What follows belongs to an exercise in optimizing a design on an open flow for small area, a short achievable clock period and few clock cycles per item; a production flow would make more cautious choices.
At most, simulation tests tie the RTL to the original design; equivalence was not proved.
Only the layout flow was run in runs 6 and 7; the RTL was not checked for function there.
Power is estimated from default activity; no workload was simulated.

$ cat design.v
`timescale 1ns / 1ps
`default_nettype none
package rprc_pkg;
  localparam int MAX_RING_BITS = 16;
  localparam int CFG_INDEX_W   = 3;
  localparam int CFG_DATA_W    = 64;
  typedef enum logic [CFG_INDEX_W-1:0] {
    REG_RING_SIZE_LOG2    = 3'd0,
    REG_MAX_MESSAGE_BYTES = 3'd1,
    REG_MESSAGES_TOTAL    = 3'd2,
    REG_BYTES_TOTAL       = 3'd3,
    REG_FAILED_TOTAL      = 3'd4
  } reg_index_t;
  localparam logic [4:0]  RESET_RING_SIZE_LOG2    = 5'd10;
  localparam logic [16:0] RESET_MAX_MESSAGE_BYTES = 17'd4096;
  typedef enum logic [1:0] {
    ACT_RESERVE  = 2'd0,
    ACT_COMMIT   = 2'd1,
    ACT_ROLLBACK = 2'd2,
    ACT_PUSH     = 2'd3
  } action_t;
  typedef enum logic [2:0] {
    ST_OK     = 3'd0,
    ST_SIZE   = 3'd1,
    ST_CLOSED = 3'd2,
    ST_FULL   = 3'd3,
    ST_BUSY   = 3'd4,
    ST_NORES  = 3'd5
  } status_t;
  typedef struct packed {
    action_t     action;
    logic [19:0] message_length;
    logic [15:0] consumer_read_index;
    logic        reader_attached;
  } rprc_in_t;
  typedef struct packed {
    status_t     status;
    logic [15:0] slot_number;
    logic        prefix_write;
    logic [16:0] prefix_value;
    logic [15:0] published_write_index;
    logic [15:0] free_slots;
    logic [63:0] messages_total;
    logic [63:0] bytes_total;
    logic [63:0] failed_total;
  } rprc_out_t;
  typedef struct packed {
    logic [4:0]  ring_size_log2;
    logic [16:0] max_message_bytes;
  } rprc_cfg_t;
endpackage
`default_nettype wire
`timescale 1ns / 1ps
`default_nettype none
import rprc_pkg::*;
module rprc_core (
  input  wire logic         clk,
  input  wire logic         rst,
  input  wire logic         in_valid,
  output logic              in_ready,
  input  wire logic [38:0]  in_data,
  output logic              out_valid,
  input  wire logic         out_ready,
  output logic [260:0]      out_data,
  input  wire logic         cfg_we,
  input  wire logic [rprc_pkg::CFG_INDEX_W-1:0] cfg_index,
  input  wire logic [rprc_pkg::CFG_DATA_W-1:0]  cfg_data
);
  logic [3:0]  e_m1;
  logic [16:0] max_len;
  logic [4:0]  cfg_l;
  logic [3:0]  cfg_e_m1;
  logic [15:0] mask;
  assign cfg_l    = cfg_data[4:0];
  assign cfg_e_m1 = (cfg_l == 5'd0) ? 4'd0 : (cfg_l[4] ? 4'd15 : 4'(cfg_l - 5'd1));
  always_ff @(posedge clk) begin
    if (rst) begin
      e_m1    <= 4'(RESET_RING_SIZE_LOG2 - 5'd1);
      max_len <= RESET_MAX_MESSAGE_BYTES;
    end else if (cfg_we) begin
      case (cfg_index)
        REG_RING_SIZE_LOG2:    e_m1    <= cfg_e_m1;
        REG_MAX_MESSAGE_BYTES: max_len <= cfg_data[16:0];
        default: ;
      endcase
    end
  end
  always_comb begin
    for (int i = 0; i < 16; i++) mask[i] = (i == 0) || (e_m1 >= 4'(i));
  end
  logic        s1_valid;
  logic [1:0]  s1_act;
  logic        s1_len_ok;
  logic [16:0] s1_len;
  logic [15:0] s1_rdi;
  logic        s1_att;
  logic        accept;
  logic        in_len_ok;
  assign accept   = s1_valid && !rst && (!out_valid || out_ready);
  assign in_ready = !(rst || (s1_valid && out_valid && !out_ready));
  assign in_len_ok = (in_data[36:17] != 20'd0) && (in_data[36:17] <= {3'b000, max_len});
  always_ff @(posedge clk) begin
    if (rst)           s1_valid <= 1'b0;
    else if (in_ready) s1_valid <= in_valid;
  end
  always_ff @(posedge clk) begin
    if (in_ready) begin
      s1_act    <= in_data[38:37];
      s1_len_ok <= in_len_ok;
      s1_len    <= in_data[33:17];
      s1_rdi    <= in_data[16:1];
      s1_att    <= in_data[0];
    end
  end
  logic [15:0] wp;
  logic [15:0] wp1;        
  logic        hold;
  logic [15:0] held;
  logic [63:0] msgs, bytes, fails;
  logic [1:0]  act;
  logic [16:0] len;
  logic [15:0] rdi;
  logic        att;
  logic        len_ok, full;
  logic [2:0]  status;
  logic        publish, fail, take_slot, slot_flag, hold_next;
  logic [15:0] free0, free_new;
  assign act    = s1_act;
  assign len    = s1_len;
  assign rdi    = s1_rdi;
  assign att    = s1_att;
  assign len_ok = s1_len_ok;
  assign full   = ((wp1 ^ rdi) & mask) == 16'd0;
  always_comb begin
    status    = ST_OK;
    publish   = 1'b0;
    fail      = 1'b0;
    take_slot = 1'b0;
    slot_flag = 1'b0;
    hold_next = hold;
    case (act)
      ACT_RESERVE: begin
        if (!len_ok)          status = ST_SIZE;
        else if (hold)        status = ST_BUSY;
        else if (!att)        status = ST_CLOSED;
        else if (full)        status = ST_FULL;
        else begin
          take_slot = 1'b1;
          slot_flag = 1'b1;
          hold_next = 1'b1;
        end
      end
      ACT_COMMIT: begin
        if (!len_ok)          status = ST_SIZE;
        else if (!hold)       status = ST_NORES;
        else begin
          slot_flag = 1'b1;
          publish   = 1'b1;
          hold_next = 1'b0;
        end
      end
      ACT_ROLLBACK: begin
        hold_next = 1'b0;
      end
      default: begin
        if (!len_ok)          status = ST_SIZE;
        else if (!att)        begin status = ST_CLOSED; fail = 1'b1; end
        else if (hold || full) begin status = ST_FULL; fail = 1'b1; end
        else begin
          take_slot = 1'b1;
          slot_flag = 1'b1;
          publish   = 1'b1;
        end
      end
    endcase
  end
  logic [15:0] free_flip;
  assign free0 = rdi + ~wp;
  always_comb begin
    free_flip[0] = 1'b1;
    for (int i = 1; i < 16; i++) free_flip[i] = ~|(free0 & ~(16'hFFFF << i));
  end
  assign free_new = (free0 ^ (free_flip & {16{publish}})) & mask;
  logic [63:0] cfg_z;
  logic ld_msgs, ld_bytes, ld_fails;
  assign cfg_z    = rst ? 64'd0 : cfg_data;
  assign ld_msgs  = rst || (cfg_we && (cfg_index == REG_MESSAGES_TOTAL));
  assign ld_bytes = rst || (cfg_we && (cfg_index == REG_BYTES_TOTAL));
  assign ld_fails = rst || (cfg_we && (cfg_index == REG_FAILED_TOTAL));
  logic inc_pub, inc_fail, inc_hi;
  assign inc_pub  = accept && publish;
  assign inc_fail = accept && fail;
  logic [63:0] msgs_ones, fails_ones;
  logic [46:0] bytes_ones;
  logic [17:0] bytes_lo;
  logic [63:0] msgs_keep, fails_keep, bytes_keep;
  always_comb begin
    msgs_ones[0]  = 1'b1;
    fails_ones[0] = 1'b1;
    for (int i = 1; i < 64; i++) begin
      msgs_ones[i]  = &(msgs  | (64'hFFFF_FFFF_FFFF_FFFF << i));
      fails_ones[i] = &(fails | (64'hFFFF_FFFF_FFFF_FFFF << i));
    end
    bytes_ones[0] = 1'b1;
    for (int i = 1; i < 47; i++)
      bytes_ones[i] = &(bytes[63:17] | (47'h7FFF_FFFF_FFFF << i));
  end
  assign bytes_lo   = {1'b0, bytes[16:0]} + {1'b0, len[16:0]};
  assign inc_hi     = inc_pub && bytes_lo[17];
  assign msgs_keep  = ld_msgs  ? cfg_z : msgs;
  assign fails_keep = ld_fails ? cfg_z : fails;
  assign bytes_keep = ld_bytes ? cfg_z : bytes;
  always_ff @(posedge clk) begin
    msgs         <= msgs_keep  ^ (msgs_ones  & {64{inc_pub}});
    fails        <= fails_keep ^ (fails_ones & {64{inc_fail}});
    bytes[63:17] <= bytes_keep[63:17] ^ (bytes_ones & {47{inc_hi}});
    bytes[16:0]  <= bytes_keep[16:0]  ^ ((bytes_lo[16:0] ^ bytes[16:0]) & {17{inc_pub}});
  end
  logic [15:0] wp_flip, wp1_flip;
  logic        take;
  always_comb begin
    wp_flip[0]  = 1'b1;
    wp1_flip[0] = 1'b1;
    for (int i = 1; i < 16; i++) begin
      wp_flip[i]  = &(wp  | (16'hFFFF << i));
      wp1_flip[i] = &(wp1 | (16'hFFFF << i));
    end
  end
  assign take      = accept && take_slot;
  always_ff @(posedge clk) begin
    if (rst) begin
      wp   <= 16'd0;
      wp1  <= 16'd1;
    end else begin
      wp   <= wp  ^ (wp_flip  & {16{inc_pub}});
      wp1  <= wp1 ^ (wp1_flip & {16{inc_pub}});
    end
  end
  always_ff @(posedge clk) begin
    if (rst)         hold <= 1'b0;
    else if (accept) hold <= hold_next;
  end
  always_ff @(posedge clk) begin
    if (take) held <= wp & mask;
  end
  logic [2:0]  r_status;
  logic        r_slot;
  logic        r_pw;
  logic [16:0] r_len;
  logic [15:0] r_free;
  always_ff @(posedge clk) begin
    if (rst)         out_valid <= 1'b0;
    else if (accept) out_valid <= 1'b1;
    else if (out_ready) out_valid <= 1'b0;
  end
  always_ff @(posedge clk) begin
    if (accept) begin
      r_status <= status;
      r_slot   <= slot_flag;
      r_pw     <= publish;
      r_len    <= len[16:0];
      r_free   <= free_new;
    end
  end
  assign out_data = {r_status,
                     held & {16{r_slot}},
                     r_pw,
                     r_len & {17{r_pw}},
                     wp,
                     r_free,
                     msgs,
                     bytes,
                     fails};
endmodule
`default_nettype wire
`timescale 1ns / 1ps
`default_nettype none
import rprc_pkg::*;
module ring_producer_reserve_commit
#(
  parameter int INDEX_BITS = 16
) (
  input  wire logic                   clk,
  input  wire logic                   rst,
  input  wire logic                   in_valid,
  output logic                        in_ready,
  input  wire logic [38:0]            in_data,
  output logic                        out_valid,
  input  wire logic                   out_ready,
  output logic [260:0]                out_data,
  input  wire logic                   cfg_we,
  input  wire logic [rprc_pkg::CFG_INDEX_W-1:0] cfg_index,
  input  wire logic [rprc_pkg::CFG_DATA_W-1:0]  cfg_data
);
  rprc_core u_core (
    .clk       (clk),
    .rst       (rst),
    .in_valid  (in_valid),
    .in_ready  (in_ready),
    .in_data   (in_data),
    .out_valid (out_valid),
    .out_ready (out_ready),
    .out_data  (out_data),
    .cfg_we    (cfg_we),
    .cfg_index (cfg_index),
    .cfg_data  (cfg_data)
  );
endmodule
`default_nettype wire
$ cat flow/run.sh
#!/bin/bash
# Standard layout, but the port buffers that global placement inserts on
# every input and output are the smallest buffer (buf_1) instead of the
# clkdlybuf4s50_1 the resizer picks by default.
set -euo pipefail
bash standard.sh finish BUFFER_PORTS_ARGS="-buffer_cell sky130_fd_sc_hd__buf_1" > flow_make.log 2>&1
$ cat standard.sh
#!/bin/bash
# synth_recipe.tcl (not shown) runs the flow's synth.tcl, then flattens the netlist and writes it again
# the make line also repeats each setting of config.mk as NAME=value (left out here)
make -C /OpenROAD-flow-scripts/flow DESIGN_CONFIG=/design/flow/config.mk WORK_HOME=/design/flow/orfs CLKGATE_MAP_FILE= SYNTH_SCRIPT=/design/flow/synth_recipe.tcl "${@:-finish}"
$ cat config.mk
export PLATFORM = sky130hd
export DESIGN_NAME = ring_producer_reserve_commit
export DESIGN_NICKNAME = ring_producer_reserve_commit
export VERILOG_FILES = /design/flow/design.v
export SDC_FILE = /design/flow/constraint.sdc
export NUM_CORES = 4
export LEC_CHECK = 0
export CAP_MARGIN = 20
export CORE_MARGIN = 2
export CORE_UTILIZATION = 65
export CTS_BUF_LIST = sky130_fd_sc_hd__clkbuf_4 sky130_fd_sc_hd__clkbuf_8
export CTS_CLUSTER_SIZE = 24
export SETUP_SLACK_MARGIN = 2.8
export SLEW_MARGIN = 20
$ cat constraint.sdc
create_clock -name core_clock -period 6.0 [get_ports {clk}]
set_input_delay 1.2000 -clock core_clock [delete_from_list [all_inputs] [get_ports {clk}]]
set_output_delay 1.2000 -clock core_clock [all_outputs]
set_load 0.01 [all_outputs]
==> results of run 1 <==
==> registers in the layout (all words and copies together), names as in the netlist, 2 cells and up <==
register and cells:
u_core.s1_len 17, u_core.e_m1 4, u_core.msgs 64, u_core.held 16, u_core.s1_rdi 16, u_core.wp 16, u_core.bytes 64, u_core.r_free 16
u_core.r_status 3, u_core.s1_act 2, u_core.r_len 17, u_core.max_len 17, u_core.fails 64, u_core.wp1 16
==> cell families after synthesis <==
logic type | after synthesis | share of synthesized area, %
buffers and inverters | 188 | 4.06
adder cells (fa/ha/maj) | 57 | 3.92
flip-flops | 339 | 41.4
AO/OA/AOI/OAI | 381 | 12.2
AND/OR/NAND/NOR | 1015 | 25.1
XOR/XNOR | 275 | 13.0
multiplexers | 5 | 0.283
==> per-stage QoR <==
stage	std cells	cell area, sq um	utilization, %	total power [uW]
3_3_place_gp	2920	20200	72.2	2950
3_5_place_dp	2920	20200	72.2	2970
5_1_grt	3036	21800	78.0	5380
4_1_cts	3028	21600	77.3	5220
2_1_floorplan	2260	18600	-	2790
6_report	3036	21800	78.0	5230
==> worst max-delay path, delay by kind of cell (launching register included) <==
family	cells	cell delay (ns)
adder cells (fa/ha/maj)	1	0.33
flip-flops	1	0.44
AO/OA/AOI/OAI	3	0.82
AND/OR/NAND/NOR	4	1.34
XOR/XNOR	1	0.17
==> cell type report <==
| cell class | count | share of cell area, % |
|---|---|---|
| repair buffers | 402 | 7.77 |
| inverters | 83 | 1.49 |
| clock buffers | 81 | 4.71 |
| clock inverters | 19 | 0.993 |
| multi-input cells | 1733 | 47.5 |
| diodes | 1 | 0.0115 |
| flip-flops and latches | 339 | 35.4 |
| well taps | 378 | 2.17 |
==> routing by layer <==
layer	track usage, %	up-vias	wire (um)
li1	-	8417	-
met1	47.2	8479	22500
met2	61.4	991	27200
met3	7.65	215	5820
met4	19.1	0	3100
met5	0	-	0
==> worst paths after layout <==
check                                        start            endpoint  cells past startpoint  slack [ns]
worst max register to register    u_core.s1_len[1]    u_core.bytes[48]                      9        2.82
worst max-delay path              u_core.s1_len[1]    u_core.bytes[48]                      9        2.82
worst min-delay path            u_core.max_len[16]  u_core.max_len[16]                      2        0.46
worst min register to register  u_core.max_len[16]  u_core.max_len[16]                      2        0.46
==> cell usage in the layout, fill, tap and decap left out, types with 7 or more instances in the layout <==
master	netlist	layout
a211oi_1	8	7
a21o_1	16	16
a21oi_1	247	245
and2_1	49	49
and3_1	33	31
and4_1	19	19
buf_1	9	371
buf_4	1	26
clkbuf_4	0	15
clkbuf_8	0	67
clkinv_2	0	11
dfxtp_1	248	241
edfxtp_1	91	91
ha_1	55	53
inv_1	82	80
nand2_1	520	520
nand2b_1	9	9
nand3_1	84	82
nand4_1	50	50
nor2_1	130	129
nor2b_1	13	11
nor3_1	49	47
nor4_1	24	16
nor4_2	1	8
o211ai_1	8	8
o21a_1	8	7
o21ai_0	36	33
or3_1	13	11
xnor2_1	154	154
xor2_1	120	120
==> what timing repair did <==
| action | in CTS | in global routing |
|---|---|---|
| resized for setup | 22 | 30 |
| gates cloned | 2 | 0 |
| pin swaps | 4 | 11 |
| hold buffers | 0 | 0 |
| setup buffers | 6 | 7 |
| endpoints found under the setup margin | 89 | 70 |
==> report_power, final <==
| part | switching, uW | total, uW | internal, uW |
|---|---|---|---|
| Combinational | 318 | 489 | 171 |
| Sequential | 57.2 | 2470 | 2410 |
| Clock | 960 | 2270 | 1310 |
| Total | 1340 | 5230 | 3890 |
==> results by group, run 1 <==
Final layout
  • Multi-input logic area: 10300 sq um
  • Layout cells sized above 1: 7.41%
  • FF/Latch Area: a little under 8000 sq um
  • Synthesis-to-finish area growth: 17.3%
  • Final nets: 2784
  • # fillers: 2138

STA
  • Final hold slack: between 0.4 and 0.5 ns
  • Final hold vios: 0
  • Relative slew slack: 25.3%
  • Final setup vio count: 0
  • Setup TNS Final: 0 ns
  • Fin crit period: 3.18 ns
  • Fmax: 314 MHz
  • Final Skew: 0.0317 ns
  • Max-slew violation count: 0
  • Setup ws final: 2.82 ns
  • Unrepaired setup endpoints after global routing: yes
  • Final worst path period share: 53.0%
  • Worst-Margin Slew: 1.12 ns

Placement
  • Port Buffers: 373
  • Place WS: 2.13 ns
  • GPL Wtd Cong: 0.944
  • Final HPWL DP: between 40000 and 50000 um

Min path
  • Hold Path Class: reg -> reg

Clock network
  • Clk buf depth: 3
  • TritonCTS Buffers: between 50 and 60
  • H-Tree Depth: 2
  • Clock Pin Slew Worst Setup and Hold Paths: 0.06 ns
  • CTS tree: yes
  • Skew-Pair Late Insertion Delay: roughly 0.60 ns
  • Root Driver: clkbuf_8
  • Clk sinks: 339

Synth
  • Top cells by count, synth: nand2_1, dfxtp_1, a21oi_1
  • Syn Area/Cell: 8.22 sq um
  • Cells after Synth: 2260
  • Ranking of synthesized cells by area: dfxtp_1, edfxtp_1, nand2_1
  • Post-Syn Area: approximately 19000 sq um
  • Number of flops mapped to enable cells by yosys: 91
  • Synth area leader: dfxtp_1
  • Main flop type after synthesis: dfxtp_1
  • Most common cell in the netlist: nand2_1
  • Seq cells post-synth: around 340
  • Post-Syn Nets: 2428
  • Yosys cell types: 80
  • Synth Warn #: 1
  • Register area share after synthesis: a little over 40%
  • Synth async-reset ratio: 0%
  • Yosys top cell area share: 26.7%

Floorplan
  • Row count: 61
  • Die Ht: ~170 um
  • I/O Pins: 374
  • Die Area: 29900 sq um
  • Core footprint: ~28000 sq um
  • Starting Density: 66.5%
  • Die W: 173 um

Routing
  • DR vias: 18100
  • Wirelength per Cell: 19.3 um
  • Iteration count of the initial detailed-routing pass: 8
  • ANT nets after route: 0
  • DR iter-0 viols: 1803
  • Via density per instance: about 6
  • Routed wire length: 58600 um
  • Drt drc: 0

Pwr
  • Peak VDD IR: 0.000201 V
  • Pwr dens: 240 nW/um^2
  • LEAKAGE: 0.00779 uW

Critical path
  • Crit. End Element: register
  • Crit-path cells: ha_1, a211oi_1, o21a_1, nor4_1, nor2_1, a311o_2, or4_4, nor4_2, xor2_1
  • CP Launch Type: register
  • Crit-path slowest cell: or4_4
  • Critical Path RT: 6.52 ns
  • Worst Path Max Fanout: 13
  • Crit path kind: reg -> reg
  • Crit path DAT: 3.70 ns
  • Peak per-stage delay on the critical path: 0.57 ns

Global route
  • GR Overflow Total: 0
  • Initial antenna violation count: 1
  • Total GRT Usage: 37.5%
  • Vias in the first global route: 17000
  • First-pass GRT wire length: 90800 um
  • Pin count of the biggest net entering global routing: 100

Run
  • # Max-Cap Violations: 0

Run status
  • Status: timing/DRC/antenna clean
Testbench counts, summed over its fixed seeds: cycles 24,016, items 24,000.
==> run 2: changes to the inputs <==
--- a/config.mk
+++ b/config.mk
@@ -14 +14,2 @@
 export SLEW_MARGIN = 20
+export TNS_END_PERCENT = 20
==> results by group, run 2 <==
Synth
  • Yosys cell types: 80
  • Syn Area/Cell: 8.22 sq um
  • Most common cell in the netlist: nand2_1
  • Cells after Synth: between 2000 and 2500
  • Register area share after synthesis: roughly two fifths
  • Post-Syn Area: 18600 sq um
  • Post-Syn Nets: 2428
  • Main flop type after synthesis: dfxtp_1
  • Top cells by count, synth: nand2_1, dfxtp_1, a21oi_1
  • Seq cells post-synth: 339
  • Synth Warn #: 1
  • Number of flops mapped to enable cells by yosys: 91
  • Synth area leader: dfxtp_1
  • Yosys top cell area share: 26.7%
  • Synth async-reset ratio: 0%
  • Ranking of synthesized cells by area: dfxtp_1, edfxtp_1, nand2_1

Routing
  • ANT nets after route: 0
  • DR iter-0 viols: between 1500 and 2000
  • Via density per instance: 5.98
  • Iteration count of the initial detailed-routing pass: 6
  • DR vias: between 15000 and 20000
  • Wirelength per Cell: 19.3 um
  • Routed wire length: ~60000 um
  • Drt drc: 0

STA
  • Max-slew violation count: 0
  • Setup ws final: 2.70 ns
  • Final setup vio count: 0
  • Final hold vios: 0
  • Setup TNS Final: 0 ns
  • Fin crit period: 3.30 ns
  • Final worst path period share: 54.9%
  • Unrepaired setup endpoints after global routing: yes
  • Fmax: 303 MHz
  • Worst-Margin Slew: 1.11 ns
  • Relative slew slack: between 20% and 30%
  • Final Skew: 0.0256 ns

Critical path
  • CP bufs+invs: 0
  • Worst Path Max Fanout: 13
  • Reg-to-Reg Start: u_core.s1_len[1]
  • Critical Path RT: between 6 and 7 ns
  • R2r setup slk: approximately 2.7 ns
  • R2r endpoint: u_core.bytes[50]
  • Crit path kind: reg -> reg
  • Crit-path cells: ha_1, a211oi_1, o21a_1, nor4_1, nor2_1, a311o_1, or4_4, nor4_2, xor2_1
  • Reg2reg path depth: 9
  • Crit-path slowest cell: or4_4
  • CP Launch Type: register
  • Crit. End Element: register
  • Peak per-stage delay on the critical path: 0.60 ns
  • Crit path DAT: 3.81 ns
  • Delay-heaviest family, CP: simple AND/OR/NAND/NOR gates

Clock network
  • Clock Pin Slew Worst Setup and Hold Paths: 0.06 ns
  • CTS tree: yes
  • TritonCTS Buffers: 57
  • H-Tree Depth: 2
  • Skew-Pair Late Insertion Delay: 0.60 ns
  • Root Driver: clkbuf_8
  • Clk buf depth: 3
  • Clk sinks: roughly 340

Min path
  • Hold Path Class: reg -> reg
  • Worst Hold Depth: 2
  • Critical hold path startpoint: u_core.max_len[8]
  • Worst Hold End: u_core.max_len[8]

Run
  • # Max-Cap Violations: 0

Final layout
  • Design area: 21800 sq um
  • Most common cell after layout, fill and taps aside: nand2_1
  • Layout cells sized above 1: 7.34%
  • Synthesis-to-finish area growth: 17.4%
  • Final nets: 2783
  • Commonest non-fill, non-tap cells in the layout: nand2_1, buf_1, a21oi_1
  • Biggest regs: u_core.bytes: 64 flops, u_core.fails: 64 flops, u_core.msgs: 64 flops

Global route
  • Initial antenna violation count: 1
  • First-pass GRT wire length: just over 90000 um
  • GR Overflow Total: 0
  • Vias in the first global route: ~17000
  • Total GRT Usage: 37.5%
  • Pin count of the biggest net entering global routing: 100

Floorplan
  • Die Area: 29900 sq um
  • I/O Pins: 374
  • Starting Density: roughly two thirds
  • Die Ht: 173 um
  • Die W: roughly 170 um
  • Row count: a little over 60
  • Core footprint: 27900 sq um

Pwr
  • Pwr dens: 240 nW/um^2
  • LEAKAGE: 0.00779 uW
  • Peak VDD IR: 0.000201 V

Run status
  • Status: timing/DRC/antenna clean

Placement
  • GPL Wtd Cong: 0.944
  • Port Buffers: about 370
  • Place WS: 2.13 ns
  • DP Area: 20200 sq um
  • Final HPWL DP: just over 40000 um
## run 2: cell families after synthesis
kind of cell	share of synthesized area [%]
adder cells (fa/ha/maj)	3.92
flip-flops	41.4
multiplexers	0.283
XOR/XNOR	13.0
buffers and inverters	4.06
AO/OA/AOI/OAI	12.2
AND/OR/NAND/NOR	25.1
## run 2: layout make-up
cell class              count  area (sq um)
diodes                      1          2.50
fillers                  2124          6120
clock buffers              81          1030
repair buffers            401          1690
inverters                  83           324
flip-flops and latches    339          7700
multi-input cells        1733         10400
well taps                 378           473
clock inverters            19           216
## run 2: per-stage QoR
step	hold WS (ns)	power (uW)	utilization, %	std cells
finish	0.458	5230	78.1	3035
global route	0.471	5390	78.1	3035
detailed placement	0.451	2970	72.2	2920
global placement	0.442	2950	72.2	2920
floorplan	0.431	2790	-	2260
CTS	0.459	5210	77.1	3025
## run 2: per-layer routing
metal  GRT usage [%]  share of wire (%)  up-vias
met1            47.1                 38     8546
met5               0                  0        -
met2            61.4                 46      970
li1                -                  -     8415
met3            7.54                9.7      231
met4            19.2                5.6        0
## run 2: worst max path at each step
stage | endpoint | from | slack (ns) | cells past startpoint
2_1_floorplan | in_ready | rst | 2.49 | 4
3_3_place_gp | u_core.bytes[23] | out_ready | 2.26 | 8
3_5_place_dp | u_core.bytes[31] | out_ready | 2.13 | 8
4_1_cts | u_core.msgs[28] | u_core.e_m1[2] | 2.56 | 9
5_1_grt | u_core.bytes[49] | u_core.bytes[0] | 2.46 | 9
6_report | u_core.bytes[50] | u_core.s1_len[1] | 2.70 | 9
## run 2: worst min-delay path, delay by kind of cell, from the launching register on
family          cells  cell delay, ns
compound gates      1            0.05
simple gates        1            0.05
flops               1            0.31
## run 2: timing repair
item,4_1_cts,5_1_grt
pin swaps,1,11
setup endpoints to repair,89,168
hold buffers,0,0
buffers inserted,3,9
resized for setup,10,44
cloned,2,0
## run 2: power breakdown
group | total (uW) | internal, uW | switching, uW
registers | 2470 | 2410 | 57.6
logic | 493 | 173 | 320
clock network | 2270 | 1310 | 962
==> run 3: changes to the inputs <==
--- a/config.mk
+++ b/config.mk
@@ -12,4 +12,3 @@
 export CTS_CLUSTER_SIZE = 24
-export SETUP_SLACK_MARGIN = 2.8
+export SETUP_SLACK_MARGIN = 3.0
 export SLEW_MARGIN = 20
-export TNS_END_PERCENT = 20
==> results by group, run 3 <==
Critical path
  • Peak per-stage delay on the critical path: 0.46 ns
  • Reg2reg path depth: 11
  • Crit path DAT: 3.44 ns
  • R2r setup slk: around 2.9 ns
  • Critical Path RT: 6.34 ns
  • Crit-path cells: ha_4, inv_2, fa_2, nor2b_4, o31a_1, o21a_1, or3_1, a21o_1, or3_4, o21a_1, o211a_1
  • Worst setup path start: u_core.s1_rdi[0]
  • CP Launch Type: register
  • Worst Path Max Fanout: 5
  • Crit path kind: reg -> reg
  • Cell mode on critical path: o21a_1
  • Crit. End Element: register
  • CP bufs+invs: 1
  • Crit-path slowest cell: edfxtp_1
  • Delay-heaviest family, CP: compound AO/OA/AOI/OAI gates
  • Reg-to-Reg Start: u_core.s1_rdi[0]
  • R2r endpoint: u_core.r_free[12]

Final layout
  • Final nets: 2803
  • Commonest non-fill, non-tap cells in the layout: nand2_1, buf_1, a21oi_1
  • N_diodes: 0
  • Layout cells sized above 1: 9.77%
  • # fillers: 1990
  • Biggest regs: u_core.bytes: 64 flops, u_core.fails: 64 flops, u_core.msgs: 64 flops
  • Most common cell after layout, fill and taps aside: nand2_1
  • Filler-free cell count of the finished design: 3059
  • Synthesis-to-finish area growth: 20.5%

Synth
  • Number of flops mapped to enable cells by yosys: 91
  • Top cells by count, synth: nand2_1, dfxtp_1, a21oi_1
  • Register area share after synthesis: 41.4%
  • Seq cells post-synth: about 340
  • Cells after Synth: 2260
  • Post-Syn Area: roughly 19000 sq um
  • Ranking of synthesized cells by area: dfxtp_1, edfxtp_1, nand2_1
  • Synth area leader: dfxtp_1
  • Post-Syn Nets: between 2000 and 2500
  • Syn Area/Cell: 8.22 sq um
  • Main flop type after synthesis: dfxtp_1
  • Most common cell in the netlist: nand2_1
  • Synth Warn #: 1
  • Yosys top cell area share: 26.7%
  • Yosys cell types: 80
  • Synth async-reset ratio: 0%

Clock network
  • Skew-Pair Late Insertion Delay: 0.61 ns
  • Root Driver: clkbuf_8
  • Clock Pin Slew Worst Setup and Hold Paths: ~0.060 ns
  • Clk sinks: between 300 and 400
  • H-Tree Depth: 2
  • TritonCTS Buffers: 55
  • Clk buf depth: 3
  • CTS tree: yes

Routing
  • Iteration count of the initial detailed-routing pass: 7
  • DR iter-0 viols: 1819
  • DR vias: 18400
  • Via density per instance: 6.02
  • Routed wire length: 60300 um
  • ANT nets after route: 0
  • Drt drc: 0
  • Wirelength per Cell: between 15 and 20 um

Pwr
  • LEAKAGE: 0.00799 uW
  • Clock Power Share: 42.7%
  • Power, Total: roughly 5200 uW
  • Sw Pwr: 1330 uW
  • Power share of the sequential group: between 40 and 50%
  • Combinational share of power: 9.8%
  • Int Power: 3870 uW
  • Peak VDD IR: 0.000177 V
  • Pwr dens: 232 nW/um^2
  • Sw Ratio: 25.6%

Min path
  • Worst Hold Depth: 2
  • Hold Path Class: reg -> reg
  • Critical hold path startpoint: u_core.max_len[2]
  • Worst Hold End: u_core.max_len[2]

Global route
  • Total GRT Usage: 37.5%
  • Initial antenna violation count: 0
  • Pin count of the biggest net entering global routing: 220
  • First-pass GRT wire length: between 90000 and 100000 um
  • GR Overflow Total: 0
  • Vias in the first global route: 17000

STA
  • Relative slew slack: 20.0%
  • Fin crit period: 3.10 ns
  • Worst-Margin Slew: 1.20 ns
  • Final setup vio count: 0
  • Final Skew: 0.0426 ns
  • Final worst path period share: 51.6%
  • Unrepaired setup endpoints after global routing: yes
  • Setup TNS Final: 0 ns
  • Max-slew violation count: 0
  • Final hold vios: 0
  • Fmax: 323 MHz

Placement
  • Port Buffers: 373
  • Final HPWL DP: slightly above 40000 um
  • Dpl cells: 2917
  • GPL Wtd Cong: 0.949

Run status
  • Status: timing/DRC/antenna clean

Floorplan
  • Die Area: 29900 sq um
  • Core footprint: 27900 sq um
  • Starting Density: 66.5%
  • I/O Pins: 374
  • Die W: between 150 and 200 um
  • Row count: 61
  • Die Ht: 173 um

Run
  • # Max-Cap Violations: 0
## run 3: cells by family (layout without fill, tap and decap cells)
| group | Yosys count | in the layout | share of synthesized area, % |
|---|---|---|---|
| buf+inv | 188 | 606 | 4.06 |
| xor+xnor | 275 | 275 | 13.0 |
| fa+ha+maj | 57 | 57 | 3.92 |
| simple gates | 1015 | 1018 | 25.1 |
| mux | 5 | 5 | 0.283 |
| flops | 339 | 339 | 41.4 |
| compound gates | 381 | 381 | 12.2 |
## run 3: worst max path at each step
stage / to / depth (start not counted)
2_1_floorplan: in_ready / 4
3_3_place_gp: u_core.fails[43] / 8
3_5_place_dp: u_core.fails[43] / 8
4_1_cts: u_core.r_free[12] / 11
5_1_grt: u_core.r_free[12] / 11
6_report: u_core.r_free[12] / 11
## run 3: through the flow
| stage | hold WS, ns | setup WS [ns] | instance area (sq um) | util [%] |
|---|---|---|---|---|
| 2_1_floorplan | 0.431 | 2.49 | 18700 | - |
| 6_report | 0.455 | 2.90 | 22400 | 80.1 |
| 4_1_cts | 0.455 | 2.98 | 22000 | 78.6 |
| 3_3_place_gp | 0.444 | 2.00 | 20300 | 72.5 |
| 3_5_place_dp | 0.446 | 1.96 | 20300 | 72.5 |
| 5_1_grt | 0.474 | 2.82 | 22400 | 80.1 |
## run 3: what timing repair did
action / in CTS / in global routing
resized for setup: 46 / 66
gates cloned: 2 / 2
hold buffers: 0 / 0
pin swaps: 16 / 19
buffers inserted: 22 / 12
setup endpoints to repair: 241 / 106
## run 3: power groups by stage
| stage | combinational [uW] | sequential [uW] | clock [uW] |
|---|---|---|---|
| after floorplan | 286 | 2510 | 0 |
| after global placement | 443 | 2510 | 0 |
| after detailed placement | 455 | 2510 | 0 |
| after CTS | 473 | 2460 | 2220 |
| after global routing | 549 | 2470 | 2330 |
| final | 512 | 2470 | 2220 |
## run 3: cell type report
class | count | area [sq um] | share of cell area (%)
Clock inverter | 7 | 56.3 | 0.251
Clock buffer | 96 | 1190 | 5.31
Sequential cell | 339 | 7710 | 34.5
Inverter | 83 | 327 | 1.46
Timing Repair Buffer | 420 | 1860 | 8.32
Tap cell | 378 | 473 | 2.11
Multi-Input combinational cell | 1736 | 10800 | 48.1
## run 3: routing by layer
metal | track usage, % | vias to the layer above | part of all wire, %
li1 | - | 8452 | -
met4 | 16.7 | 0 | 4.5
met3 | 8.60 | 191 | 12
met5 | 0 | - | 0
met1 | 48.1 | 8656 | 37
met2 | 60.7 | 1111 | 46
## run 3: worst register-to-register path, delay by kind of cell (launching register included)
| family | cells | cell delay (ns) |
|---|---|---|
| compound gates | 5 | 1.11 |
| simple gates | 3 | 0.79 |
| flops | 1 | 0.46 |
| fa+ha+maj | 2 | 0.45 |
| buf+inv | 1 | 0.05 |
==> run 4: changes to the inputs <==
--- a/config.mk
+++ b/config.mk
@@ -10,5 +10,6 @@
 export CORE_UTILIZATION = 65
-export CTS_BUF_LIST = sky130_fd_sc_hd__clkbuf_4 sky130_fd_sc_hd__clkbuf_8
-export CTS_CLUSTER_SIZE = 24
-export SETUP_SLACK_MARGIN = 3.0
+export CTS_BUF_LIST = sky130_fd_sc_hd__clkbuf_8 sky130_fd_sc_hd__clkbuf_16
+export CTS_CLUSTER_DIAMETER = 100
+export CTS_CLUSTER_SIZE = 20
+export SETUP_SLACK_MARGIN = 2.8
 export SLEW_MARGIN = 20
==> results by group, run 4 <==
Placement
  • Port Buffers: 373
  • GPL Wtd Cong: 0.944
  • Final HPWL DP: 41000 um
  • DP Area: 20200 sq um
  • Place WS: 2.13 ns

Floorplan
  • Starting Density: 66.5%
  • Row count: 61
  • I/O Pins: 374
  • Core footprint: approximately 28000 sq um
  • Die W: 173 um
  • Die Area: between 20000 and 30000 sq um
  • Die Ht: 173 um

Min path
  • Hold Path Class: reg -> reg

STA
  • Max-slew violation count: 0
  • Unrepaired setup endpoints after global routing: yes
  • Relative slew slack: 24.8%
  • Final hold vios: 0
  • Fin crit period: 3.29 ns
  • Worst-Margin Slew: between 1 and 1.5 ns
  • Final setup vio count: 0
  • Final hold slack: 0.462 ns
  • Setup TNS Final: 0 ns
  • Fmax: between 300 and 400 MHz
  • Setup ws final: 2.71 ns
  • Final Skew: 0.0221 ns
  • Final worst path period share: 54.9%

Critical path
  • Crit-path cells: ha_1, a211oi_1, o21a_1, nor4_1, nor2_1, a311o_1, or4_4, nor4_1, xor2_1
  • Crit. End Element: register
  • Crit path kind: reg -> reg
  • Crit path DAT: around 3.8 ns
  • Cell mode on critical path: nor4_1
  • CP Launch Type: register
  • Crit-path slowest cell: or4_4
  • Peak per-stage delay on the critical path: 0.61 ns
  • Critical Path RT: 6.47 ns
  • Delay-heaviest family, CP: simple AND/OR/NAND/NOR gates
  • CP bufs+invs: 0
  • Worst Path Max Fanout: 18

Final layout
  • Layout cells sized above 1: 4.10%
  • # fillers: 2257
  • Final core utilization: 75.3%
  • Most common cell after layout, fill and taps aside: nand2_1
  • FF/Latch Area: between 7000 and 8000 sq um
  • Biggest regs: u_core.bytes: 64 flops, u_core.fails: 64 flops, u_core.msgs: 64 flops
  • Multi-input logic area: ~10000 sq um
  • Commonest non-fill, non-tap cells in the layout: nand2_1, buf_1, a21oi_1
  • Synthesis-to-finish area growth: 13.2%
  • Final nets: ~2700
  • Design area: 21000 sq um

Synth
  • Top cells by count, synth: nand2_1, dfxtp_1, a21oi_1
  • Syn Area/Cell: 8.22 sq um
  • Seq cells post-synth: 339
  • Post-Syn Nets: 2428
  • Synth Warn #: 1
  • Main flop type after synthesis: dfxtp_1
  • Post-Syn Area: 18600 sq um
  • Yosys cell types: 80
  • Register area share after synthesis: 41.4%
  • Yosys top cell area share: 26.7%
  • Synth area leader: dfxtp_1
  • Synth async-reset ratio: 0%
  • Most common cell in the netlist: nand2_1
  • Ranking of synthesized cells by area: dfxtp_1, edfxtp_1, nand2_1
  • Number of flops mapped to enable cells by yosys: 91
  • Cells after Synth: 2260

Clock network
  • Root Driver: clkbuf_16
  • Clk buf depth: 3
  • TritonCTS Buffers: 20
  • H-Tree Depth: 1
  • Clk sinks: 339
  • Clock Pin Slew Worst Setup and Hold Paths: 0.09 ns
  • Skew-Pair Late Insertion Delay: 0.54 ns
  • CTS tree: yes

Global route
  • GR Overflow Total: 0
  • First-pass GRT wire length: 88600 um
  • Initial antenna violation count: 1
  • Vias in the first global route: 16500
  • Total GRT Usage: 36.5%
  • Pin count of the biggest net entering global routing: 100

Pwr
  • Combinational share of power: about 11%
  • Sw Pwr: about 1100 uW
  • Clock Power Share: 32.1%
  • Sw Ratio: between 20% and 30%
  • Power share of the sequential group: 56.7%
  • Pwr dens: 206 nW/um^2
  • Int Power: 3210 uW
  • LEAKAGE: 0.00742 uW
  • Peak VDD IR: 0.000196 V

Routing
  • Iteration count of the initial detailed-routing pass: 5
  • Routed wire length: 57000 um
  • Drt drc: 0
  • Wirelength per Cell: 19.2 um
  • DR vias: 17700
  • Via density per instance: 5.97
  • DR iter-0 viols: 1710
  • ANT nets after route: 0

Run status
  • Status: timing/DRC/antenna clean

Run
  • # Max-Cap Violations: 0
==> run 4: cell counts after synthesis <==
Identical to the previous run, type by type.
==> run 4: worst paths after layout <==
check	startpoint	to	slack (ns)	cells after the start
setup reg to reg	u_core.s1_len[1]	u_core.bytes[50]	2.71	9
setup / recovery	u_core.s1_len[1]	u_core.bytes[50]	2.71	9
hold reg to reg	u_core.max_len[8]	u_core.max_len[8]	0.46	2
hold / removal	u_core.max_len[8]	u_core.max_len[8]	0.46	2
==> run 4: layout make-up <==
| type | count | share of cell area (%) |
|---|---|---|
| Multi-Input combinational cell | 1733 | 49.0 |
| Clock inverter | 10 | 0.178 |
| Sequential cell | 339 | 36.6 |
| Inverter | 83 | 1.54 |
| Antenna cell | 1 | 0.0119 |
| Timing Repair Buffer | 397 | 7.87 |
| Tap cell | 378 | 2.25 |
| Clock buffer | 21 | 2.50 |
==> run 4: what timing repair did <==
item | 4_1_cts | 5_1_grt
setup endpoints to repair | 96 | 77
pin swaps | 4 | 8
buffers inserted | 5 | 2
gates resized for setup | 23 | 18
hold buffers | 0 | 0
gates cloned | 2 | 0
==> run 4: power by group through the flow <==
stage	clock (uW)	sequential [uW]	combinational, uW
final	1390	2460	487
after detailed placement	0	2510	455
after CTS	1410	2460	472
after global routing	1490	2470	525
after floorplan	0	2510	285
after global placement	0	2510	445
==> run 4: cell families (layout without fill, tap and decap cells) <==
family	after synthesis	after routing	synth area share [%]
buffers and inverters	188	511	4.06
adders and majority gates	57	57	3.92
xor gates and xnor gates	275	275	13.0
muxes	5	5	0.283
and+or+nand+nor	1015	1015	25.1
AOI/OAI and AO/OA	381	381	12.2
other	0	1	0
DFF	339	339	41.4
==> run 4: per-stage QoR <==
stage               cells  power (uW)
floorplan            2260        2790
global placement     2920        2950
detailed placement   2920        2970
CTS                  2958        4340
global route         2962        4490
finish               2962        4340
==> run 4: worst reg2reg max path, stage by stage (launching register included) <==
cell	delay, ns
edfxtp_1	0.45
ha_1	0.33
a211oi_1	0.09
o21a_1	0.25
nor4_1	0.34
nor2_1	0.13
a311o_1	0.48
or4_4	0.61
nor4_1	0.39
xor2_1	0.17
==> run 4: layer usage <==
layer / vias up / wire, um / GRT usage, %
li1: 8300 / - / -
met1: 8334 / 22400 / 47.2
met2: 880 / 26300 / 59.1
met3: 176 / 5430 / 6.82
met4: 0 / 2890 / 17.9
met5: - / 0 / 0
==> run 5: changes to the inputs <==
--- a/config.mk
+++ b/config.mk
@@ -11,4 +11,4 @@
 export CTS_BUF_LIST = sky130_fd_sc_hd__clkbuf_8 sky130_fd_sc_hd__clkbuf_16
-export CTS_CLUSTER_DIAMETER = 100
-export CTS_CLUSTER_SIZE = 20
+export CTS_CLUSTER_DIAMETER = 80
+export CTS_CLUSTER_SIZE = 30
 export SETUP_SLACK_MARGIN = 2.8
==> results by group, run 5 <==
Synth
  • Synth area leader: dfxtp_1
  • Syn Area/Cell: 8.22 sq um
  • Number of flops mapped to enable cells by yosys: between 90 and 100
  • Main combinational cell family by area after synthesis: simple AND/OR/NAND/NOR gates
  • Post-synthesis compound-gate area fraction: 12.2%
  • Ranking of synthesized cells by area: dfxtp_1, edfxtp_1, nand2_1
  • Yosys top cell area share: 26.7%
  • Register area share after synthesis: between 40% and 50%
  • Synth async-reset ratio: 0%
  • Area share of fa/ha/maj cells after synthesis: roughly 3.9%
  • Yosys cell types: 80
  • Post-Syn Nets: 2428
  • Simple-gate share of the synthesized area: about a quarter
  • Main flop type after synthesis: dfxtp_1
  • Post-Syn Area: between 15000 and 20000 sq um
  • Multiplexer share of the synthesized area: 0.283%
  • Cells after Synth: 2260
  • Most common cell in the netlist: nand2_1
  • Seq cells post-synth: 339
  • Synth Warn #: 1
  • Top cells by count, synth: nand2_1, dfxtp_1, a21oi_1
  • Synth Area in XOR/XNOR: 13.0%

Critical path
  • Crit. End Element: register
  • Critical Path RT: around 6.5 ns
  • Crit path DAT: about 3.7 ns
  • CP Launch Type: register
  • Crit path kind: reg -> reg
  • Worst Path Max Fanout: 5

Run status
  • Status: timing/DRC/antenna clean

Global route
  • Pin count of the biggest net entering global routing: 100
  • Vias in the first global route: 16500
  • First-pass GRT wire length: roughly 89000 um
  • GR Overflow Total: 0
  • Total GRT Usage: about 37%
  • Initial antenna violation count: 1

Placement
  • GPL Wtd Cong: ~0.94
  • Final HPWL DP: 41000 um
  • Port Buffers: 373

Floorplan
  • Row count: 61
  • Die W: between 150 and 200 um
  • Starting Density: approximately two thirds
  • Core footprint: 27900 sq um
  • I/O Pins: around 370
  • Die Ht: roughly 170 um
  • Die Area: 29900 sq um

Routing
  • Drt drc: 0
  • Via density per instance: 5.98
  • Iteration count of the initial detailed-routing pass: 8
  • ANT nets after route: 0
  • Wirelength per Cell: just under 20 um
  • DR iter-0 viols: 2068
  • Routed wire length: 57700 um
  • DR vias: approximately 18000

Pwr
  • LEAKAGE: between 0.007 and 0.008 uW
  • Peak VDD IR: 0.000194 V
  • Power, Total: approximately 4300 uW
  • Pwr dens: 204 nW/um^2

Clock network
  • Skew-Pair Late Insertion Delay: 0.54 ns
  • Clk sinks: 339
  • Clk buf depth: 3
  • H-Tree Depth: 1
  • Root Driver: clkbuf_16
  • # hold bufs at CTS: 0
  • CTS tree: yes
  • Clock Pin Slew Worst Setup and Hold Paths: around 0.12 ns
  • TritonCTS Buffers: 16

STA
  • Relative slew slack: between 20 and 30%
  • Final hold vios: 0
  • Setup TNS Final: 0 ns
  • Final Skew: 0.0265 ns
  • Fmax: 311 MHz
  • Unrepaired setup endpoints after global routing: yes
  • Worst-Margin Slew: 1.12 ns
  • Final worst path period share: 53.6%
  • Fin crit period: ~3.2 ns
  • Final setup vio count: 0
  • Max-slew violation count: 0

Run
  • # Max-Cap Violations: 0

Min path
  • Hold Path Class: reg -> reg

Final layout
  • Layout cells sized above 1: under 10%
  • Commonest non-fill, non-tap cells in the layout: nand2_1, buf_1, a21oi_1
  • Final core utilization: 75.7%
  • Synthesis-to-finish area growth: 13.9%
  • Final nets: around 2700
  • # fillers: 2236
  • Most common cell after layout, fill and taps aside: nand2_1
  • Biggest regs: u_core.bytes: 64 flops, u_core.fails: 64 flops, u_core.msgs: 64 flops
[run 5: cell counts after synthesis]
No cell type changed its count.
[run 5: cell type report]
cell class | instances | area [sq um] | area share [%]
Multi-Input combinational cell | 1733 | 10400 | 49.0
Sequential cell | 339 | 7710 | 36.4
Inverter | 83 | 324 | 1.53
Tap cell | 378 | 473 | 2.24
Antenna cell | 1 | 2.50 | 0.0118
Clock inverter | 10 | 70.1 | 0.331
Timing Repair Buffer | 408 | 1760 | 8.32
Clock buffer | 18 | 450 | 2.13
[run 5: power by group]
group	internal [uW]	total (uW)	switching [uW]
registers	2410	2460	56.6
clock network	565	1360	792
logic	172	490	318
total	3140	4310	1170
[run 5: path summary, 6_finish.rpt]
check                         start                end  slack, ns  cells past startpoint
setup / recovery   u_core.s1_len[1]   u_core.bytes[48]       2.79                     10
hold / removal    u_core.max_len[8]  u_core.max_len[8]       0.46                      2
setup reg to reg   u_core.s1_len[1]   u_core.bytes[48]       2.79                     10
hold reg to reg   u_core.max_len[8]  u_core.max_len[8]       0.46                      2
[run 5: kinds of logic (layout without fill, tap and decap cells)]
group	after synthesis	count (layout)
simple gates	1015	1015
mux	5	5
buf+inv	188	519
flops	339	339
other cells	0	1
compound gates	381	381
xor+xnor	275	275
fa+ha+maj	57	57
[run 5: what timing repair did]
item	in CTS	in global routing
gates cloned	2	0
endpoints found under the setup margin	102	84
setup buffers	6	13
pin swaps	4	10
resized for setup	25	26
[run 5: layer usage]
metal  vias up  global-route usage, %  share of wire (%)  wire length, um
li1       8319                      -                  -                -
met5         -                      0                  0                0
met3       172                   6.64                9.5             5480
met4         0                   17.4                4.8             2780
met1      8358                   47.1                 39            22500
met2       920                   59.6                 47            27000
[run 5: critical path, stage by stage, from the launching register on]
cell and delay (ns):
edfxtp_1 0.45, ha_1 0.33, a211oi_1 0.09, o21a_1 0.26
nor4_2 0.28, nor2_1 0.12, a311o_2 0.42, or4_4 0.57
buf_12 0.16, nor4_1 0.31, xor2_1 0.17
[run 5: stage by stage]
stage	setup WS [ns]	hold WS (ns)	area (sq um)	std cells
finish	2.79	0.465	21100	2970
global placement	2.26	0.442	20200	2920
detailed placement	2.13	0.451	20200	2920
floorplan	2.49	0.431	18600	2260
CTS	2.74	0.466	20900	2956
global route	2.63	0.486	21100	2970
==> run 6: changes to the inputs <==
--- a/design.v
+++ b/design.v
@@ -177,3 +177,18 @@
   logic [15:0] free_flip;
-  assign free0 = rdi + ~wp;
+  logic [15:0] f_g [0:4];
+  logic [15:0] f_p [0:4];
+  always_comb begin
+    f_g[0] = rdi & ~wp;
+    f_p[0] = rdi ^ ~wp;
+    for (int k = 0; k < 4; k++)
+      for (int i = 0; i < 16; i++)
+        if (i >= (1 << k)) begin
+          f_g[k+1][i] = f_g[k][i] | (f_p[k][i] & f_g[k][i - (1 << k)]);
+          f_p[k+1][i] = f_p[k][i] & f_p[k][i - (1 << k)];
+        end else begin
+          f_g[k+1][i] = f_g[k][i];
+          f_p[k+1][i] = f_p[k][i];
+        end
+  end
+  assign free0 = f_p[0] ^ {f_g[4][14:0], 1'b0};
   always_comb begin
--- a/config.mk
+++ b/config.mk
@@ -10,6 +10,5 @@
 export CORE_UTILIZATION = 65
-export CTS_BUF_LIST = sky130_fd_sc_hd__clkbuf_8 sky130_fd_sc_hd__clkbuf_16
-export CTS_CLUSTER_DIAMETER = 80
-export CTS_CLUSTER_SIZE = 30
-export SETUP_SLACK_MARGIN = 2.8
+export CTS_BUF_LIST = sky130_fd_sc_hd__clkbuf_4 sky130_fd_sc_hd__clkbuf_8
+export CTS_CLUSTER_SIZE = 24
+export SETUP_SLACK_MARGIN = 3.2
 export SLEW_MARGIN = 20
==> results by group, run 6 <==
Synth
  • Synth async-reset ratio: 0%
  • Synth Warn #: 3
  • Post-Syn Nets: 2400
  • Syn Area/Cell: 8.30 sq um
  • Seq cells post-synth: 339
  • Synth area leader: dfxtp_1
  • Yosys cell types: 82
  • Main flop type after synthesis: dfxtp_1
  • Top cells by count, synth: nand2_1, dfxtp_1, a21oi_1
  • Register area share after synthesis: 41.5%
  • Yosys top cell area share: 26.8%
  • Cells after Synth: approximately 2200
  • Most common cell in the netlist: nand2_1
  • Number of flops mapped to enable cells by yosys: 91
  • Post-Syn Area: 18500 sq um
  • Ranking of synthesized cells by area: dfxtp_1, edfxtp_1, nand2_1

Run
  • # Max-Cap Violations: 0

Pwr
  • Pwr dens: ~210 nW/um^2
  • Clock Power Share: about two fifths
  • Power, Total: 5010 uW
  • Peak VDD IR: 0.000157 V
  • Sw Ratio: 26.3%
  • Combinational share of power: 10.9%
  • Power share of the sequential group: 49.3%
  • LEAKAGE: 0.00877 uW
  • Sw Pwr: 1320 uW
  • Int Power: 3690 uW

STA
  • Worst-Margin Slew: 1.23 ns
  • Final worst path period share: 52.0%
  • Final setup vio count: 0
  • Unrepaired setup endpoints after global routing: yes
  • Max-slew violation count: 0
  • Setup TNS Final: 0 ns
  • Final Skew: ~0.021 ns
  • Final hold slack: 0.457 ns
  • Fin crit period: 3.12 ns
  • Fmax: 321 MHz
  • Relative slew slack: about 18%
  • Final hold vios: 0

Routing
  • Iteration count of the initial detailed-routing pass: 7
  • Routed wire length: roughly 61000 um
  • DR iter-0 viols: 2000
  • ANT nets after route: 0
  • Wirelength per Cell: 19.7 um
  • Drt drc: 0
  • DR vias: 18400
  • Via density per instance: 5.95

Clock network
  • Clock Pin Slew Worst Setup and Hold Paths: 0.07 ns
  • H-Tree Depth: 2
  • TritonCTS Buffers: 55
  • # hold bufs at CTS: 0
  • Root Driver: clkbuf_8
  • CTS tree: yes
  • Clk buf depth: 3
  • Skew-Pair Late Insertion Delay: 0.60 ns
  • Clk sinks: between 300 and 400

Critical path
  • Reg-to-Reg Start: u_core.wp[5]
  • Peak per-stage delay on the critical path: 0.42 ns
  • Crit. End Element: register
  • CP Launch Type: register
  • Critical Path RT: 6.35 ns
  • CP bufs+invs: 1
  • Crit path kind: reg -> reg
  • Crit-path slowest cell: ha_1
  • Crit path DAT: 3.47 ns
  • Delay-heaviest family, CP: compound AO/OA/AOI/OAI gates
  • Worst Path Max Fanout: 7
  • Worst setup path start: u_core.wp[5]
  • Crit-path cells: inv_1, ha_1, a21oi_1, a21oi_1, o31ai_4, o211ai_1, and3_1, nor2_1, nor4b_4, xnor2_1, nor2b_4
  • Cell mode on critical path: a21oi_1

Floorplan
  • Die Area: about 30000 sq um
  • Die W: 173 um
  • Die Ht: ~170 um
  • Starting Density: 66.4%
  • Row count: between 60 and 70
  • I/O Pins: 374
  • Core footprint: approximately 28000 sq um

Final layout
  • Commonest non-fill, non-tap cells in the layout: nand2_1, buf_1, a21oi_1
  • Final core utilization: 83.5%
  • Multi-input logic area: 11300 sq um
  • Most common cell after layout, fill and taps aside: nand2_1
  • # fillers: approximately 1800
  • Synthesis-to-finish area growth: 25.8%
  • Layout cells sized above 1: 17.1%
  • Biggest regs: u_core.bytes: 64 flops, u_core.fails: 64 flops, u_core.msgs: 64 flops
  • Final nets: 2839
  • FF/Latch Area: 7740 sq um

Global route
  • Total GRT Usage: 37.5%
  • First-pass GRT wire length: 91000 um
  • GR Overflow Total: 0
  • Pin count of the biggest net entering global routing: 240
  • Vias in the first global route: approximately 17000
  • Initial antenna violation count: 1

Placement
  • Final HPWL DP: between 40000 and 50000 um
  • Port Buffers: 373
  • GPL Wtd Cong: 0.924

Run status
  • Status: timing/DRC/antenna clean

Min path
  • Critical hold path startpoint: u_core.max_len[9]
  • Hold Path Class: reg -> reg
[run 6: cell types whose count changed after synthesis, sizes merged, moves of 10 or more]
cell,before,now
xnor2,154,180
and3,33,43
xor2,121,107
nor3,49,35
o21ai,39,26
nand2,520,549
[run 6: routing by layer]
| metal | global-route usage, % | vias to the layer above | share of wire [%] |
|---|---|---|---|
| met1 | 48.7 | 8537 | 38 |
| met2 | 59.2 | 1167 | 46 |
| li1 | - | 8414 | - |
| met3 | 9.15 | 241 | 11 |
| met5 | 0 | - | 0 |
| met4 | 17.6 | 0 | 5.4 |
[run 6: worst reg2reg max path, cell delays in order, from the launching register on]
cell and delay [ns]:
dfxtp_2 0.41, inv_1 0.10, ha_1 0.42, a21oi_1 0.14
a21oi_1 0.31, o31ai_4 0.15, o211ai_1 0.35, and3_1 0.23
nor2_1 0.09, nor4b_4 0.40, xnor2_1 0.13, nor2b_4 0.14
[run 6: cell families after synthesis]
group	count (synthesis)	synth area share, %
xor+xnor	287	13.6
fa+ha+maj	57	3.93
buf+inv	180	3.96
flops	339	41.5
mux	3	0.169
simple gates	1017	25.9
compound gates	349	10.9
[run 6: worst paths after layout]
kind,to,slack [ns],depth (start not counted)
min reg2reg,u_core.max_len[9],0.46,2
max reg2reg,u_core.r_free[14],2.88,11
min,u_core.max_len[9],0.46,2
max,u_core.r_free[14],2.88,11
[run 6: power by group through the flow]
stage / clock network [uW] / logic, uW / registers [uW]
after CTS: 1990 / 493 / 2460
after detailed placement: 0 / 456 / 2510
after floorplan: 0 / 293 / 2510
after global routing: 2100 / 584 / 2470
final: 1990 / 546 / 2470
after global placement: 0 / 445 / 2510
[run 6: through the flow]
step	std cells	instance area (sq um)	worst slack (ns)
after CTS	3043	22600	2.99
final	3083	23300	2.88
after floorplan	2232	19200	1.86
after global placement	2892	20600	1.77
after detailed placement	2892	20600	1.70
after global routing	3082	23300	2.80
[run 6: what timing repair did]
item                                    CTS  global route
endpoints found under the hold margin     0             0
endpoints found under the setup margin  253           156
resized for setup                       109            90
buffers inserted                         60            38
pin swaps                                50            58
gates cloned                              1             1
[run 6: area by class of cell]
class	instances	area share (%)
Tap cell	378	2.03
Multi-Input combinational cell	1714	48.6
Sequential cell	339	33.2
Antenna cell	1	0.0107
Clock buffer	87	4.44
Timing Repair Buffer	483	10.4
Clock inverter	3	0.0590
Inverter	78	1.26
==> run 7: changes to the inputs <==
--- a/config.mk
+++ b/config.mk
@@ -12,3 +12,3 @@
 export CTS_CLUSTER_SIZE = 24
-export SETUP_SLACK_MARGIN = 3.2
+export SETUP_SLACK_MARGIN = 3.0
 export SLEW_MARGIN = 20
==> results by group, run 7 <==
STA
  • Fin crit period: 3.08 ns
  • Max-slew violation count: 0
  • Setup ws final: 2.92 ns
  • Final setup vio count: 0
  • Worst-Margin Slew: 1.24 ns
  • Relative slew slack: 17.1%
  • Final Skew: 0.0189 ns
  • Fmax: 325 MHz
  • Setup TNS Final: 0 ns
  • Final hold vios: 0
  • Unrepaired setup endpoints after global routing: yes
  • Final worst path period share: between 50% and 60%

Routing
  • Drt drc: 0
  • DR vias: 17700
  • ANT nets after route: 0
  • Iteration count of the initial detailed-routing pass: 6
  • Routed wire length: 57400 um
  • Wirelength per Cell: 18.9 um
  • DR iter-0 viols: 1563
  • Via density per instance: about 5.8

Final layout
  • Biggest regs: u_core.bytes: 64 flops, u_core.fails: 64 flops, u_core.msgs: 64 flops
  • # fillers: 1882
  • Most common cell after layout, fill and taps aside: nand2_1
  • Synthesis-to-finish area growth: 22.2%
  • Filler-free cell count of the finished design: 3037
  • N_diodes: 0
  • Commonest non-fill, non-tap cells in the layout: nand2_1, buf_1, a21oi_1
  • Final nets: 2781
  • Layout cells sized above 1: 13.2%

Pwr
  • Pwr dens: ~230 nW/um^2
  • Peak VDD IR: approximately 0.00017 V
  • LEAKAGE: 0.00846 uW

Global route
  • GR Overflow Total: 0
  • Vias in the first global route: 16700
  • Initial antenna violation count: 0
  • Total GRT Usage: 36.7%
  • Pin count of the biggest net entering global routing: ~240
  • First-pass GRT wire length: 88800 um

Synth
  • Synth Warn #: 3
  • Cells after Synth: between 2000 and 2500
  • Syn Area/Cell: 8.30 sq um
  • Yosys top cell area share: a little over a quarter
  • Ranking of synthesized cells by area: dfxtp_1, edfxtp_1, nand2_1
  • Register area share after synthesis: 41.5%
  • Synth async-reset ratio: 0%
  • Seq cells post-synth: approximately 340
  • Most common cell in the netlist: nand2_1
  • Main flop type after synthesis: dfxtp_1
  • Synth area leader: dfxtp_1
  • Post-Syn Nets: 2400
  • Post-Syn Area: 18500 sq um
  • Number of flops mapped to enable cells by yosys: 91
  • Yosys cell types: 82
  • Top cells by count, synth: nand2_1, dfxtp_1, a21oi_1

Critical path
  • R2r endpoint: u_core.bytes[21]
  • Worst Path Max Fanout: 5
  • R2r setup slk: 2.92 ns
  • Reg-to-Reg Start: u_core.s1_len[5]
  • Crit path kind: reg -> reg
  • Critical Path RT: 6.47 ns
  • Crit path DAT: 3.55 ns
  • Reg2reg path depth: 10
  • Crit. End Element: register
  • CP Launch Type: register

Floorplan
  • Core footprint: 27900 sq um
  • I/O Pins: roughly 370
  • Die Ht: 173 um
  • Die W: approximately 170 um
  • Row count: 61
  • Starting Density: 66.4%
  • Die Area: 29900 sq um

Clock network
  • H-Tree Depth: 2
  • Clk sinks: 339
  • CTS tree: yes
  • Clock Pin Slew Worst Setup and Hold Paths: 0.06 ns
  • Skew-Pair Late Insertion Delay: 0.59 ns
  • Clk buf depth: 3
  • TritonCTS Buffers: 56
  • Root Driver: clkbuf_8
  • # hold bufs at CTS: 0

Placement
  • Dpl cells: 2892
  • Port Buffers: 373
  • GPL Wtd Cong: between 0.9 and 1
  • Final HPWL DP: between 40000 and 50000 um
  • Place WS: 2.09 ns

Run
  • # Max-Cap Violations: 0

Min path
  • Critical hold path startpoint: u_core.max_len[2]
  • Worst Hold End: u_core.max_len[2]
  • Worst Hold Depth: 2
  • Hold Path Class: reg -> reg

Run status
  • Status: timing/DRC/antenna clean
[run 7: changes by cell type in the layout (fill, tap and decap cells not counted), moves of 5 or more]
| cell | before | now |
|---|---|---|
| buf_6 | 14 | 5 |
| clkbuf_4 | 26 | 21 |
| nand3_1 | 54 | 59 |
| nor2_1 | 96 | 101 |
| xnor2_1 | 164 | 170 |
| nor2_2 | 18 | 12 |
| clkinv_2 | 2 | 7 |
| dfxtp_1 | 223 | 237 |
| nand3_2 | 21 | 16 |
| xnor2_2 | 16 | 10 |
| buf_4 | 88 | 45 |
| clkbuf_8 | 61 | 72 |
| dfxtp_2 | 20 | 7 |
[run 7: stage by stage]
| stage | hold slack [ns] | util, % | power (uW) | area, sq um |
|---|---|---|---|---|
| 2_1_floorplan | 0.431 | - | 2800 | 19100 |
| 3_3_place_gp | 0.443 | 73.8 | 2960 | 20600 |
| 3_5_place_dp | 0.444 | 73.8 | 2970 | 20600 |
| 4_1_cts | 0.455 | 79.8 | 5170 | 22300 |
| 5_1_grt | 0.466 | 81.1 | 5350 | 22700 |
| 6_report | 0.455 | 81.1 | 5190 | 22700 |
[run 7: power by group]
| part | internal [uW] | switching (uW) | leakage [uW] |
|---|---|---|---|
| clock | 1280 | 948 | 0.000667 |
| sequential | 2410 | 60.7 | 0.00287 |
| combinational | 183 | 319 | 0.00492 |
[run 7: worst max-delay path, stage by stage, from the launching register on]
cell and delay, ns:
edfxtp_1 0.43, ha_4 0.20, or3_4 0.40, or2_4 0.24, o211a_4 0.14, a221o_1 0.41, a221o_2 0.44, buf_4 0.18
and2_4 0.17, and3_1 0.19, xor2_1 0.14
[run 7: how the worst max path moves through the flow]
stage | from | to | slack, ns | cells past startpoint
6_report | u_core.s1_len[5] | u_core.bytes[21] | 2.92 | 10
5_1_grt | u_core.wp[0] | u_core.r_free[14] | 2.87 | 13
4_1_cts | u_core.s1_act[1] | u_core.r_free[14] | 2.98 | 11
3_5_place_dp | rst | u_core.fails[26] | 2.09 | 9
3_3_place_gp | rst | u_core.fails[26] | 2.14 | 9
2_1_floorplan | rst | u_core.msgs[62] | 1.86 | 8
[run 7: final cells by class]
type	instances	area, sq um	share of cell area [%]
clock buffer	92	1130	5.01
sequential	339	7720	34.1
inverter	78	293	1.29
timing repair buffer	425	1870	8.23
multi-input combinational	1713	11100	48.8
clock inverter	12	106	0.469
tap	378	473	2.09
[run 7: cell families (layout without fill, tap and decap cells)]
kind of cell               after synthesis  after routing  share of synthesized area (%)
xor gates and xnor gates               287            287                           13.6
muxes                                    3              3                          0.169
buffers and inverters                  180            607                           3.96
and+or+nand+nor                       1017           1017                           25.9
DFF                                    339            339                           41.5
adders and majority gates               57             57                           3.93
AOI/OAI and AO/OA                      349            349                           10.9
[run 7: repair_timing]
action	4_1_cts	5_1_grt
pin swaps	23	28
gates resized for setup	60	50
cloned	0	1
setup endpoints to repair	173	68
setup buffers	27	13
[run 7: per-layer routing]
| metal | track usage [%] | share of wire (%) |
|---|---|---|
| met2 | 58.6 | 46 |
| met3 | 8.95 | 11 |
| met4 | 16.5 | 4.7 |
| met1 | 47.2 | 39 |
| met5 | 0 | 0 |

## afterwards: timing with drivers on the ports
In the flow no input, the clock included, has a driving cell. The finished layouts below were timed again as built, in two steps. Step 1, drivers: a clkbuf_16 drives clk and a buf_2 each remaining input, both assumed. Step 2, shift: input delay + t, output delay - t, t = (earliest + latest rising clock arrival at the registers) / 2. This alone moves slack from input paths to output paths. Slacks: ideal ports / drivers / drivers and shift; pairs: ideal ports / drivers.
run	t (ns)	setup WS [ns]	worst hold slack (ns)	pins driven straight from the clock port
run 1	0.635	2.819 / 2.795 / 2.359	0.459 / 0.459 / 0.459	1
run 2	0.637	2.704 / 2.704 / 2.367	0.458 / 0.458 / 0.458	1
run 3	0.640	2.903 / 2.903 / 2.495	0.455 / 0.455 / 0.455	1
run 4	0.581	2.707 / 2.707 / 2.376	0.462 / 0.462 / 0.462	1
run 5	0.581	2.787 / 2.779 / 2.381	0.465 / 0.465 / 0.465	1
run 6	0.641	2.882 / 2.882 / 2.475	0.457 / 0.457 / 0.457	1
run 7	0.634	2.923 / 2.923 / 2.564	0.455 / 0.455 / 0.455	1
After both steps every run listed still meets setup and hold. For run 1, which loses most, drivers alone change the setup slack by -0.024 ns; drivers and shift together by -0.460 ns.
